This design comes from an exercise in tuning for small area and a short achievable clock period on the open sky130 flow, not from production work.
RTL that was checked went through simulation tests only; none was proved equivalent to the original.
Power and IR drop assume default switching activity.

## v6
## reg_trace_buffer
module reg_trace_buffer
#(
    parameter int XLEN       = 32,
    parameter int ADDR_W     = 8,
    parameter int DEPTH      = 16,
    parameter int CYC_W      = 16,
    parameter int MAX_CYCLES = 40000,
    parameter int OVF_W      = 8,
    localparam int ENTRY_W   = trace_pkg::entry_width(XLEN, ADDR_W, CYC_W),
    localparam int CNT_W     = $clog2(DEPTH) + 1
) (
    input  logic               clk,
    input  logic               rst,
    input  logic               rf_we,
    input  logic [4:0]         rf_waddr,
    input  logic [XLEN-1:0]    rf_wdata,
    input  logic               dm_we,
    input  logic [XLEN-1:0]    dm_addr,
    input  logic [XLEN-1:0]    dm_wdata,
    output logic               rd_valid,
    input  logic               rd_ready,
    output logic [ENTRY_W-1:0] rd_data,
    output logic [CNT_W-1:0]   count,
    output logic               full,
    output logic               halted,
    output logic [CYC_W-1:0]   cycle,
    output logic [OVF_W-1:0]   ovf_cnt
);
==> flow/config.mk <==
export PLATFORM = sky130hd
export DESIGN_NAME = reg_trace_buffer
export DESIGN_NICKNAME = reg_trace_buffer
export VERILOG_FILES = /design/flow/design.v
export SDC_FILE = /design/flow/constraint.sdc
export NUM_CORES = 4
export LEC_CHECK = 0
export CAP_MARGIN = 20
export CORE_MARGIN = 2
export CORE_UTILIZATION = 55
export SETUP_SLACK_MARGIN = 2.3
export SLEW_MARGIN = 20
==> flow/constraint.sdc <==
create_clock -name core_clock -period 4.3 [get_ports {clk}]
set_input_delay 0.8600 -clock core_clock [delete_from_list [all_inputs] [get_ports {clk}]]
set_output_delay 0.8600 -clock core_clock [all_outputs]
set_load 0.01 [all_outputs]
standard.sh (not shown) runs the stock make flow with config.mk's settings and CLKGATE_MAP_FILE= SYNTH_SCRIPT=/design/flow/synth_recipe.tcl, a recipe that flattens the netlist after the stock synthesis.
==> flow/flow/run.sh <==
#!/bin/bash
# Layout flow: the standard flow (standard synthesis unchanged), with two
# layout choices changed through ORFS's own variables:
#  - clock tree synthesis without dummy loads (the tree is not padded with
#    extra load cells for balancing);
#  - ports buffered with sky130_fd_sc_hd__buf_2 (every port still gets a buffer).
# The make output goes to standard.log here; ORFS keeps each step's log under
# orfs/logs/.
set -euo pipefail
export CTS_ARGS="-sink_clustering_enable -repair_clock_nets -dont_use_dummy_load -sink_clustering_size 24 -sink_clustering_max_diameter 60"
export BUFFER_PORTS_ARGS="-buffer_cell sky130_fd_sc_hd__buf_2"
bash standard.sh finish > standard.log 2>&1
Edits applied to the flow inputs when going from v6 to v7:
-- flow/design.v --
<<< v6, line 82
    logic               wp_odd_q;  
    logic [SLOTS-1:0]   rn_q;      
    logic               hs_s0_q;
    logic [SLOTS-1:0]   rd_sel_q;  
    logic               hs_inrun_q;  
    logic               acc1_q;     
>>> v7, line 82
    logic               wp_odd_q;  
    logic [SLOTS-1:0]   rn_q;      
    logic               hs_m_q, hs_s0_q;
    logic               hs_inrun_q;  
    logic               acc1_q;     
<<< v6, line 104
    logic [ENTRY_W-1:0] entry_rf, entry_dm, s_entry_rf, s_entry_dm, s_entry_0;
    logic [ENTRY_W-1:0] wr_zero, wr_even, wr_odd, mread, head_src;
    logic [SLOTS-1:0]   wr_en, rd_sel, rn_d;
    logic               hd_direct;
    logic               s_pa_d, s_pb_d;
>>> v7, line 103
    logic [ENTRY_W-1:0] entry_rf, entry_dm, s_entry_rf, s_entry_dm, s_entry_0;
    logic [ENTRY_W-1:0] wr_zero, wr_even, wr_odd, mread, head_src;
    logic [SLOTS-1:0]   wr_en, rd_sel;
    logic               hd_direct;
    logic               s_pa_d, s_pb_d;
<<< v6, line 163
    assign wr_even = (wp_odd_q || !s_rf_first_q) ? s_entry_dm : s_entry_rf;
    assign wr_odd  = (!wp_odd_q || !s_rf_first_q) ? s_entry_dm : s_entry_rf;
    assign rd_sel  = rd_sel_q;
    trace_fifo #(
        .WIDTH (ENTRY_W),
>>> v7, line 162
    assign wr_even = (wp_odd_q || !s_rf_first_q) ? s_entry_dm : s_entry_rf;
    assign wr_odd  = (!wp_odd_q || !s_rf_first_q) ? s_entry_dm : s_entry_rf;
    assign rd_sel  = rn_q & {SLOTS{hs_m_q}};
    trace_fifo #(
        .WIDTH (ENTRY_W),
<<< v6, line 201
                 || (pb && hd_direct);
    assign ge2_d  = !(lv0_d || lv1_d);
    assign rn_d   = (pop && !lv1_q) ? {rn_q[SLOTS-2:0], rn_q[SLOTS-1]} : rn_q;
    always_ff @(posedge clk) begin
        if (rst) begin
>>> v7, line 200
                 || (pb && hd_direct);
    assign ge2_d  = !(lv0_d || lv1_d);
    always_ff @(posedge clk) begin
        if (rst) begin
<<< v6, line 212
            lvf1_q   <= 1'b0;
            lvf_q    <= 1'b0;
            rd_sel_q <= '0;
            hs_s0_q  <= 1'b0;
            hs_inrun_q <= 1'b1;
>>> v7, line 210
            lvf1_q   <= 1'b0;
            lvf_q    <= 1'b0;
            hs_m_q   <= 1'b0;
            hs_s0_q  <= 1'b0;
            hs_inrun_q <= 1'b1;
<<< v6, line 223
            wp_odd_q <= 1'b0;
            for (int i = 1; i < SLOTS; i += 2) if (wp_d[i]) wp_odd_q <= 1'b1;
            rn_q <= rn_d;
            lv0_q   <= lv0_d;
            lv1_q   <= lv1_d;
>>> v7, line 221
            wp_odd_q <= 1'b0;
            for (int i = 1; i < SLOTS; i += 2) if (wp_d[i]) wp_odd_q <= 1'b1;
            if (pop && !lv1_q) rn_q <= {rn_q[SLOTS-2:0], rn_q[SLOTS-1]};
            lv0_q   <= lv0_d;
            lv1_q   <= lv1_d;
<<< v6, line 229
            lvf1_q  <= lvf1_d;
            lvf_q   <= lvf_d;
            rd_sel_q <= rn_d & {SLOTS{ge2_d && !byp0_d}};
            hs_s0_q <= ge2_d && byp0_d;
            hs_inrun_q <= !ge2_d && run_q && !halt_now;
>>> v7, line 227
            lvf1_q  <= lvf1_d;
            lvf_q   <= lvf_d;
            hs_m_q  <= ge2_d && !byp0_d;
            hs_s0_q <= ge2_d && byp0_d;
            hs_inrun_q <= !ge2_d && run_q && !halt_now;
## What came out
Looking at core region area, v7 sits 1.3% lower than v6 does. Summary — sequential cell fraction of total power, v7 relative to v6: lower, by 0.5 points. v7: worst path required time 0.06 ns below v6. Of the two candidates, v6 has the better cell area and v7 the worse one. In terms of power, v6 and v7 differ only marginally. Between v6 and v7, the cell count went down. Per the comparison of v7 with v6, clock tree buffer count of the final layout -1, register-to-register slack -0.06 ns.

========
Another version of the RTL of reg_trace_buffer (not shown whole).
Size: ~2500 cells after synthesis, roughly 1000 flip-flops, roughly 200 I/O pins, roughly 0.039 mm2 of cells after synthesis.
export LEC_CHECK = 0
export CAP_MARGIN = 20
export CORE_MARGIN = 2
export CORE_UTILIZATION = 60
export SETUP_SLACK_MARGIN = 2.25
export SLEW_MARGIN = 20
create_clock -name core_clock -period 4.3 [get_ports {clk}]
Scripts as last shown in full above: flow/flow/run.sh
Next try:
--- a/flow/design.v
+++ b/flow/design.v
@@ -98,30 +98,32 @@
     logic               unused_dm_addr;
     logic [CYC_W-1:0]   cycle_d;
     logic               halt_now;
     assign unused_dm_addr = ^dm_addr[XLEN-1:ADDR_W];
     assign cyc = ~cyc_n_q;
     assign entry_rf = {trace_pkg::SRC_RF, cyc, ADDR_W'(rf_waddr), rf_wdata};
     assign entry_dm = {trace_pkg::SRC_DM, cyc, dm_addr[ADDR_W-1:0], dm_wdata};
     assign empty = lv0_q;
     assign pop   = !empty && rd_ready;
     assign pa    = (rf_we || dm_we) && (acc1_q || (run_q && rd_ready));
     assign pb    = rf_we && dm_we && (acc2_q || (acc2p_q && rd_ready));
     assign drop2 = rf_we && dm_we && fullrun_q && !rd_ready;
-    assign drop1 = (fullrun_q && !rd_ready && (rf_we != dm_we))
+    assign drop1 = (fullrun_q && !rd_ready && rf_we && !dm_we)
+                || (fullrun_q && !rd_ready && !rf_we && dm_we)
                 || (rf_we && dm_we && ((fullrun_q && rd_ready) || (acc2p_q && !rd_ready)));
     assign d_m1 = !empty && rd_ready && !(run_q && (rf_we || dm_we));
     assign d_p2 = rf_we && dm_we && acc2_q && (!rd_ready || empty);
     assign d_p1 = (!rd_ready && (rf_we || dm_we) && acc1_q && !(rf_we && dm_we && acc2_q))
-               || (rd_ready && empty && run_q && (rf_we != dm_we))
+               || (rd_ready && empty && run_q && rf_we && !dm_we)
+               || (rd_ready && empty && run_q && !rf_we && dm_we)
                || (rd_ready && !empty && rf_we && dm_we && acc1_q);
     assign d_0  = !(d_m1 || d_p1 || d_p2);
     always_comb begin
         for (int i = 0; i < SLOTS; i++)
             wr_en[i] = (pa && wp_q[i]) || (pb && wp_q[(i + SLOTS - 1) % SLOTS]);
         wp_d = wp_q;
         if (pb)      wp_d = {wp_q[SLOTS-3:0], wp_q[SLOTS-1:SLOTS-2]};
         else if (pa) wp_d = {wp_q[SLOTS-2:0], wp_q[SLOTS-1]};
     end
     assign wr_zero = (wp_q[SLOTS-1] || !rf_we) ? entry_dm : entry_rf;
     assign wr_even = (wp_odd_q || !rf_we) ? entry_dm : entry_rf;
     assign wr_odd  = (!wp_odd_q || !rf_we) ? entry_dm : entry_rf;
Effect: The new run finished with timing, DRC and antenna clean; sequential share of layout area falls by 0.40 points; die area rises by 0.36%; hold slack gets worse by 0.014 ns; cell count rises by 1.1%; total power falls by 1.2%; setup slack gets better by 0.0059 ns; core utilization rises by 0.33 points; clock skew hardly moves; fmax hardly moves; routed wire length stays flat; non-clock buffer count rises by 3; final area rises by 0.67%; area after synthesis rises by 0.36%; clock-buffer cell count rises by 1.
The RTL of the first run of this note was laid out without a check of its function.

========
The RTL this note starts from:
==> flow/design.v <==
package trace_pkg;
    localparam logic SRC_RF = 1'b0;
    localparam logic SRC_DM = 1'b1;
    localparam int TRACE_XLEN   = 32;
    localparam int TRACE_ADDR_W = 8;
    localparam int TRACE_CYC_W  = 16;
    typedef struct packed {
        logic                    src;
        logic [TRACE_CYC_W-1:0]  cycle;
        logic [TRACE_ADDR_W-1:0] addr;
        logic [TRACE_XLEN-1:0]   data;
    } trace_entry_t;
    function automatic int entry_width(input int xlen, input int addr_w, input int cyc_w);
        entry_width = 1 + cyc_w + addr_w + xlen;
    endfunction
endpackage
module trace_fifo
#(
    parameter int WIDTH = trace_pkg::entry_width(trace_pkg::TRACE_XLEN, trace_pkg::TRACE_ADDR_W, trace_pkg::TRACE_CYC_W),
    parameter int SLOTS = 15
) (
    input  logic             clk,
    input  logic [SLOTS-1:0] wr_en,
    input  logic [WIDTH-1:0] wr_zero,
    input  logic [WIDTH-1:0] wr_even,
    input  logic [WIDTH-1:0] wr_odd,
    input  logic [SLOTS-1:0] rd_sel,
    output logic [WIDTH-1:0] rd_data
);
    logic [WIDTH-1:0] mem_q [SLOTS];
    always_ff @(posedge clk) begin
        for (int i = 0; i < SLOTS; i++)
            if (wr_en[i]) mem_q[i] <= (i == 0) ? wr_zero : (i % 2 == 0) ? wr_even : wr_odd;
    end
    always_comb begin
        rd_data = '0;
        for (int i = 0; i < SLOTS; i++)
            rd_data = rd_data | (mem_q[i] & {WIDTH{rd_sel[i]}});
    end
endmodule
module reg_trace_buffer
#(
    parameter int XLEN       = 32,
    parameter int ADDR_W     = 8,
    parameter int DEPTH      = 16,
    parameter int CYC_W      = 16,
    parameter int MAX_CYCLES = 40000,
    parameter int OVF_W      = 8,
    localparam int ENTRY_W   = trace_pkg::entry_width(XLEN, ADDR_W, CYC_W),
    localparam int CNT_W     = $clog2(DEPTH) + 1
) (
    input  logic               clk,
    input  logic               rst,
    input  logic               rf_we,
    input  logic [4:0]         rf_waddr,
    input  logic [XLEN-1:0]    rf_wdata,
    input  logic               dm_we,
    input  logic [XLEN-1:0]    dm_addr,
    input  logic [XLEN-1:0]    dm_wdata,
    output logic               rd_valid,
    input  logic               rd_ready,
    output logic [ENTRY_W-1:0] rd_data,
    output logic [CNT_W-1:0]   count,
    output logic               full,
    output logic               halted,
    output logic [CYC_W-1:0]   cycle,
    output logic [OVF_W-1:0]   ovf_cnt
);
    logic [CYC_W-1:0]   cycle_q;
    logic               halted_q;
    logic [OVF_W-1:0]   ovf_q;
    logic [CNT_W-1:0]   count_q;
    logic               valid_q;
    logic               full_q;
    logic [ENTRY_W-1:0] head_q;
    logic [CYC_W-1:0]   cyc_n_q;   
    logic               run_q;     
    logic [CNT_W-1:0]   cnt_n_q;   
    logic               lv0_q, lv1_q, lv2_q, lvf1_q, lvf_q;
    localparam int SLOTS = DEPTH - 1;
    logic [SLOTS-1:0]   wp_q;      
    logic               wp_odd_q;  
    logic [SLOTS-1:0]   rd_sel_q;
    logic               hs_inrun_q;  
    logic               acc1_q;     
    logic               acc2_q;     
    logic               acc2p_q;    
    logic               fullrun_q;  
    logic [CYC_W-1:0]   cyc;
    logic               empty, pop;
    logic               pa, pb, drop1, drop2;
    logic               d_m1, d_p1, d_p2, d_0;
    logic [ENTRY_W-1:0] entry_rf, entry_dm;
    logic [ENTRY_W-1:0] wr_zero, wr_even, wr_odd, mread, head_src;
    logic [SLOTS-1:0]   wr_en, rd_sel, rn, rn_d;
    logic               hd_direct;
    logic [SLOTS-1:0]   wp_d;
    logic               unused_dm_addr;
    logic [CYC_W-1:0]   cycle_d;
    logic               halt_now;
    assign unused_dm_addr = ^dm_addr[XLEN-1:ADDR_W];
    assign cyc = ~cyc_n_q;
    assign entry_rf = {trace_pkg::SRC_RF, cyc, ADDR_W'(rf_waddr), rf_wdata};
    assign entry_dm = {trace_pkg::SRC_DM, cyc, dm_addr[ADDR_W-1:0], dm_wdata};
    assign empty = lv0_q;
    assign pop   = !empty && rd_ready;
    assign pa    = (rf_we || dm_we) && (acc1_q || (run_q && rd_ready));
    assign pb    = rf_we && dm_we && (acc2_q || (acc2p_q && rd_ready));
    assign drop2 = rf_we && dm_we && fullrun_q && !rd_ready;
    assign drop1 = (fullrun_q && !rd_ready && (rf_we != dm_we))
                || (rf_we && dm_we && ((fullrun_q && rd_ready) || (acc2p_q && !rd_ready)));
    assign d_m1 = !empty && rd_ready && !(run_q && (rf_we || dm_we));
    assign d_p2 = rf_we && dm_we && acc2_q && (!rd_ready || empty);
    assign d_p1 = (!rd_ready && (rf_we || dm_we) && acc1_q && !(rf_we && dm_we && acc2_q))
               || (rd_ready && empty && run_q && (rf_we != dm_we))
               || (rd_ready && !empty && rf_we && dm_we && acc1_q);
    assign d_0  = !(d_m1 || d_p1 || d_p2);
    always_comb begin
        for (int i = 0; i < SLOTS; i++)
            wr_en[i] = (pa && wp_q[i]) || (pb && wp_q[(i + SLOTS - 1) % SLOTS]);
        wp_d = wp_q;
        if (pb)      wp_d = {wp_q[SLOTS-3:0], wp_q[SLOTS-1:SLOTS-2]};
        else if (pa) wp_d = {wp_q[SLOTS-2:0], wp_q[SLOTS-1]};
    end
    assign wr_zero = (wp_q[SLOTS-1] || !rf_we) ? entry_dm : entry_rf;
    assign wr_even = (wp_odd_q || !rf_we) ? entry_dm : entry_rf;
    assign wr_odd  = (!wp_odd_q || !rf_we) ? entry_dm : entry_rf;
    assign rd_sel  = rd_sel_q;
    trace_fifo #(
        .WIDTH (ENTRY_W),
        .SLOTS (SLOTS)
    ) u_fifo (
        .clk     (clk),
        .wr_en   (wr_en),
        .wr_zero (wr_zero),
        .wr_even (wr_even),
        .wr_odd  (wr_odd),
        .rd_sel  (rd_sel),
        .rd_data (mread)
    );
    assign hd_direct = empty || (lv1_q && rd_ready);
    assign head_src = mread
                    | (entry_rf   & {ENTRY_W{hs_inrun_q && rf_we}})
                    | (entry_dm   & {ENTRY_W{hs_inrun_q && !rf_we && dm_we}});
    always_ff @(posedge clk) begin
        if (rst)                  head_q <= '0;
        else if (empty || rd_ready) head_q <= head_src;
    end
    logic [CNT_W-1:0] cnt;
    logic             lv3, lvf2, lvf3;
    logic             lv0_d, lv1_d, lv2_d, lvf1_d, lvf_d;
    logic             ge2_d;
    assign cnt  = ~cnt_n_q;
    assign lv3  = (cnt == CNT_W'(3));
    assign lvf2 = (cnt == CNT_W'(DEPTH - 2));
    assign lvf3 = (cnt == CNT_W'(DEPTH - 3));
    assign lv0_d  = (d_0 && lv0_q) || (d_m1 && lv1_q);
    assign lv1_d  = (d_0 && lv1_q) || (d_m1 && lv2_q) || (d_p1 && lv0_q);
    assign lv2_d  = (d_0 && lv2_q) || (d_m1 && lv3) || (d_p1 && lv1_q) || (d_p2 && lv0_q);
    assign lvf1_d = (d_0 && lvf1_q) || (d_m1 && lvf_q) || (d_p1 && lvf2) || (d_p2 && lvf3);
    assign lvf_d  = (d_0 && lvf_q) || (d_p1 && lvf1_q) || (d_p2 && lvf2);
    assign ge2_d  = !(lv0_d || lv1_d);
    assign rn     = (lv0_q || lv1_q) ? wp_q : rd_sel_q;
    assign rn_d   = (hd_direct && pa)  ? {wp_q[SLOTS-2:0], wp_q[SLOTS-1]} :
                    (pop && !lv1_q)    ? {rd_sel_q[SLOTS-2:0], rd_sel_q[SLOTS-1]} : rn;
    always_ff @(posedge clk) begin
        if (rst) begin
            wp_q     <= SLOTS'(1);
            wp_odd_q <= 1'b0;
            lv0_q    <= 1'b1;
            lv1_q    <= 1'b0;
            lv2_q    <= 1'b0;
            lvf1_q   <= 1'b0;
            lvf_q    <= 1'b0;
            rd_sel_q <= '0;
            hs_inrun_q <= 1'b1;
            acc1_q    <= 1'b1;
            acc2_q    <= 1'b1;
            acc2p_q   <= 1'b0;
            fullrun_q <= 1'b0;
        end else begin
            wp_q <= wp_d;
            wp_odd_q <= 1'b0;
            for (int i = 1; i < SLOTS; i += 2) if (wp_d[i]) wp_odd_q <= 1'b1;
            lv0_q   <= lv0_d;
            lv1_q   <= lv1_d;
            lv2_q   <= lv2_d;
            lvf1_q  <= lvf1_d;
            lvf_q   <= lvf_d;
            rd_sel_q <= rn_d & {SLOTS{ge2_d}};
            hs_inrun_q <= !ge2_d && run_q && !halt_now;
            acc1_q    <= !lvf_d && run_q && !halt_now;
            acc2_q    <= !lvf_d && !lvf1_d && run_q && !halt_now;
            acc2p_q   <= lvf1_d && run_q && !halt_now;
            fullrun_q <= lvf_d && run_q && !halt_now;
        end
    end
    logic [CNT_W-1:0] count_d;
    logic [CNT_W-1:0] cnt_m1, cnt_p1, cnt_p2;
    assign cnt_m1  = cnt - CNT_W'(1);
    assign cnt_p1  = cnt + CNT_W'(1);
    assign cnt_p2  = cnt + CNT_W'(2);
    assign count_d = (cnt_m1  & {CNT_W{d_m1}})
                   | (cnt     & {CNT_W{d_0}})
                   | (cnt_p1  & {CNT_W{d_p1}})
                   | (cnt_p2  & {CNT_W{d_p2}});
    always_ff @(posedge clk) begin
        if (rst) begin
            count_q <= '0;
            cnt_n_q <= '1;
            valid_q <= 1'b0;
            full_q  <= 1'b0;
        end else begin
            count_q <= count_d;
            cnt_n_q <= ~count_d;
            valid_q <= !lv0_d;
            full_q  <= lvf_d;
        end
    end
    logic [OVF_W:0]   ovf_p1, ovf_p2;
    logic [OVF_W-1:0] ovf_s1, ovf_s2;
    assign cycle_d  = cyc + CYC_W'(1);
    assign halt_now = (MAX_CYCLES != 0 && cyc == CYC_W'(MAX_CYCLES - 1));
    assign ovf_p1 = {1'b0, ovf_q} + (OVF_W + 1)'(1);
    assign ovf_p2 = {1'b0, ovf_q} + (OVF_W + 1)'(2);
    assign ovf_s1 = ovf_p1[OVF_W] ? '1 : ovf_p1[OVF_W-1:0];
    assign ovf_s2 = ovf_p2[OVF_W] ? '1 : ovf_p2[OVF_W-1:0];
    always_ff @(posedge clk) begin
        if (rst) begin
            cycle_q  <= '0;
            cyc_n_q  <= '1;
            halted_q <= 1'b0;
            run_q    <= 1'b1;
            ovf_q    <= '0;
        end else begin
            if (cyc != CYC_W'(MAX_CYCLES)) begin
                cycle_q <= cycle_d;
                cyc_n_q <= ~cycle_d;
            end
            if (run_q && halt_now) begin
                halted_q <= 1'b1;
                run_q    <= 1'b0;
            end
            if (drop2)      ovf_q <= ovf_s2;
            else if (drop1) ovf_q <= ovf_s1;
        end
    end
    assign rd_valid = valid_q;
    assign rd_data  = head_q;
    assign count    = count_q;
    assign full     = full_q;
    assign halted   = halted_q;
    assign cycle    = cycle_q;
    assign ovf_cnt  = ovf_q;
endmodule
clock: 4.3 ns
lec_check: 0
cap_margin: 20
core_margin: 2
core_utilization: 60
setup_slack_margin: 2.3
slew_margin: 20
Scripts as last shown in full above: flow/flow/run.sh
Rerun with:
--- a/flow/design.v
+++ b/flow/design.v
@@ -77,25 +77,26 @@
     logic               run_q;     
     logic [CNT_W-1:0]   cnt_n_q;   
     logic               lv0_q, lv1_q, lv2_q, lvf1_q, lvf_q;
     localparam int SLOTS = DEPTH - 1;
     logic [SLOTS-1:0]   wp_q;      
     logic               wp_odd_q;  
-    logic [SLOTS-1:0]   rd_sel_q;
+    logic [SLOTS-1:0]   rn_q;      
+    logic [SLOTS-1:0]   rd_sel_q;  
     logic               hs_inrun_q;  
     logic               acc1_q;     
     logic               acc2_q;     
     logic               acc2p_q;    
     logic               fullrun_q;  
     logic [CYC_W-1:0]   cyc;
     logic               empty, pop;
     logic               pa, pb, drop1, drop2;
     logic               d_m1, d_p1, d_p2, d_0;
     logic [ENTRY_W-1:0] entry_rf, entry_dm;
     logic [ENTRY_W-1:0] wr_zero, wr_even, wr_odd, mread, head_src;
-    logic [SLOTS-1:0]   wr_en, rd_sel, rn, rn_d;
+    logic [SLOTS-1:0]   wr_en, rd_sel, rn_d;
     logic               hd_direct;
     logic [SLOTS-1:0]   wp_d;
     logic               unused_dm_addr;
     logic [CYC_W-1:0]   cycle_d;
     logic               halt_now;
     assign unused_dm_addr = ^dm_addr[XLEN-1:ADDR_W];
@@ -157,19 +158,19 @@
     assign lv0_d  = (d_0 && lv0_q) || (d_m1 && lv1_q);
     assign lv1_d  = (d_0 && lv1_q) || (d_m1 && lv2_q) || (d_p1 && lv0_q);
     assign lv2_d  = (d_0 && lv2_q) || (d_m1 && lv3) || (d_p1 && lv1_q) || (d_p2 && lv0_q);
     assign lvf1_d = (d_0 && lvf1_q) || (d_m1 && lvf_q) || (d_p1 && lvf2) || (d_p2 && lvf3);
     assign lvf_d  = (d_0 && lvf_q) || (d_p1 && lvf1_q) || (d_p2 && lvf2);
     assign ge2_d  = !(lv0_d || lv1_d);
-    assign rn     = (lv0_q || lv1_q) ? wp_q : rd_sel_q;
     assign rn_d   = (hd_direct && pa)  ? {wp_q[SLOTS-2:0], wp_q[SLOTS-1]} :
-                    (pop && !lv1_q)    ? {rd_sel_q[SLOTS-2:0], rd_sel_q[SLOTS-1]} : rn;
+                    (pop && !lv1_q)    ? {rn_q[SLOTS-2:0], rn_q[SLOTS-1]} : rn_q;
     always_ff @(posedge clk) begin
         if (rst) begin
             wp_q     <= SLOTS'(1);
             wp_odd_q <= 1'b0;
+            rn_q     <= SLOTS'(1);
             lv0_q    <= 1'b1;
             lv1_q    <= 1'b0;
             lv2_q    <= 1'b0;
             lvf1_q   <= 1'b0;
             lvf_q    <= 1'b0;
             rd_sel_q <= '0;
@@ -179,12 +180,13 @@
             acc2p_q   <= 1'b0;
             fullrun_q <= 1'b0;
         end else begin
             wp_q <= wp_d;
             wp_odd_q <= 1'b0;
             for (int i = 1; i < SLOTS; i += 2) if (wp_d[i]) wp_odd_q <= 1'b1;
+            rn_q <= rn_d;
             lv0_q   <= lv0_d;
             lv1_q   <= lv1_d;
             lv2_q   <= lv2_d;
             lvf1_q  <= lvf1_d;
             lvf_q   <= lvf_d;
             rd_sel_q <= rn_d & {SLOTS{ge2_d}};
The new run finished clean.
Synthesized area climbs slightly.
Design area came out higher slightly.
Final cell count increases slightly.
Critical path depth went down by 4.
Combinational power drops by about a fifth.
Only the layout flow was run in the first run of this note; the RTL was not checked for function there.

static timing again, ports no longer ideal:
The flow's constraints put no driver on any port. The routed layouts listed below were extracted and timed again, unchanged, in two steps. Step 1, drivers: a clkbuf_16 drives clk and a buf_2 each remaining input, both assumed. Step 2 adds t to the input delays and takes it off the output delays; t is the mean of the earliest and latest rising clock arrival at the registers after step 1. Input paths then give back, and output paths get back, about the clock's delay inside the block. a / b / c = no drivers / after step 1 / after step 2; a / b = the first two.
| run | t (ns) | slack for setup (ns) | slew at the worst register clock pin (ns) |
|---|---|---|---|
| v6 | 0.686 | 2.298 / 2.242 / 1.644 | 0.09 / 0.09 |
| v7 | 0.693 | 2.255 / 2.214 / 1.611 | 0.09 / 0.09 |
| the first run of note 2 | 0.710 | 2.233 / 2.206 / 1.565 | 0.10 / 0.10 |
| the second run of note 2 | 0.724 | 2.239 / 2.181 / 1.554 | 0.10 / 0.10 |
| the first run of note 3 | 0.713 | 2.231 / 2.208 / 1.560 | 0.09 / 0.09 |
| the second run of note 3 | 0.708 | 2.296 / 2.223 / 1.615 | 0.09 / 0.09 |
After both steps every run listed still meets setup and hold. The setup slack of the second run of note 2, which loses most, moves by -0.058 ns with the drivers and by -0.685 ns with both steps.
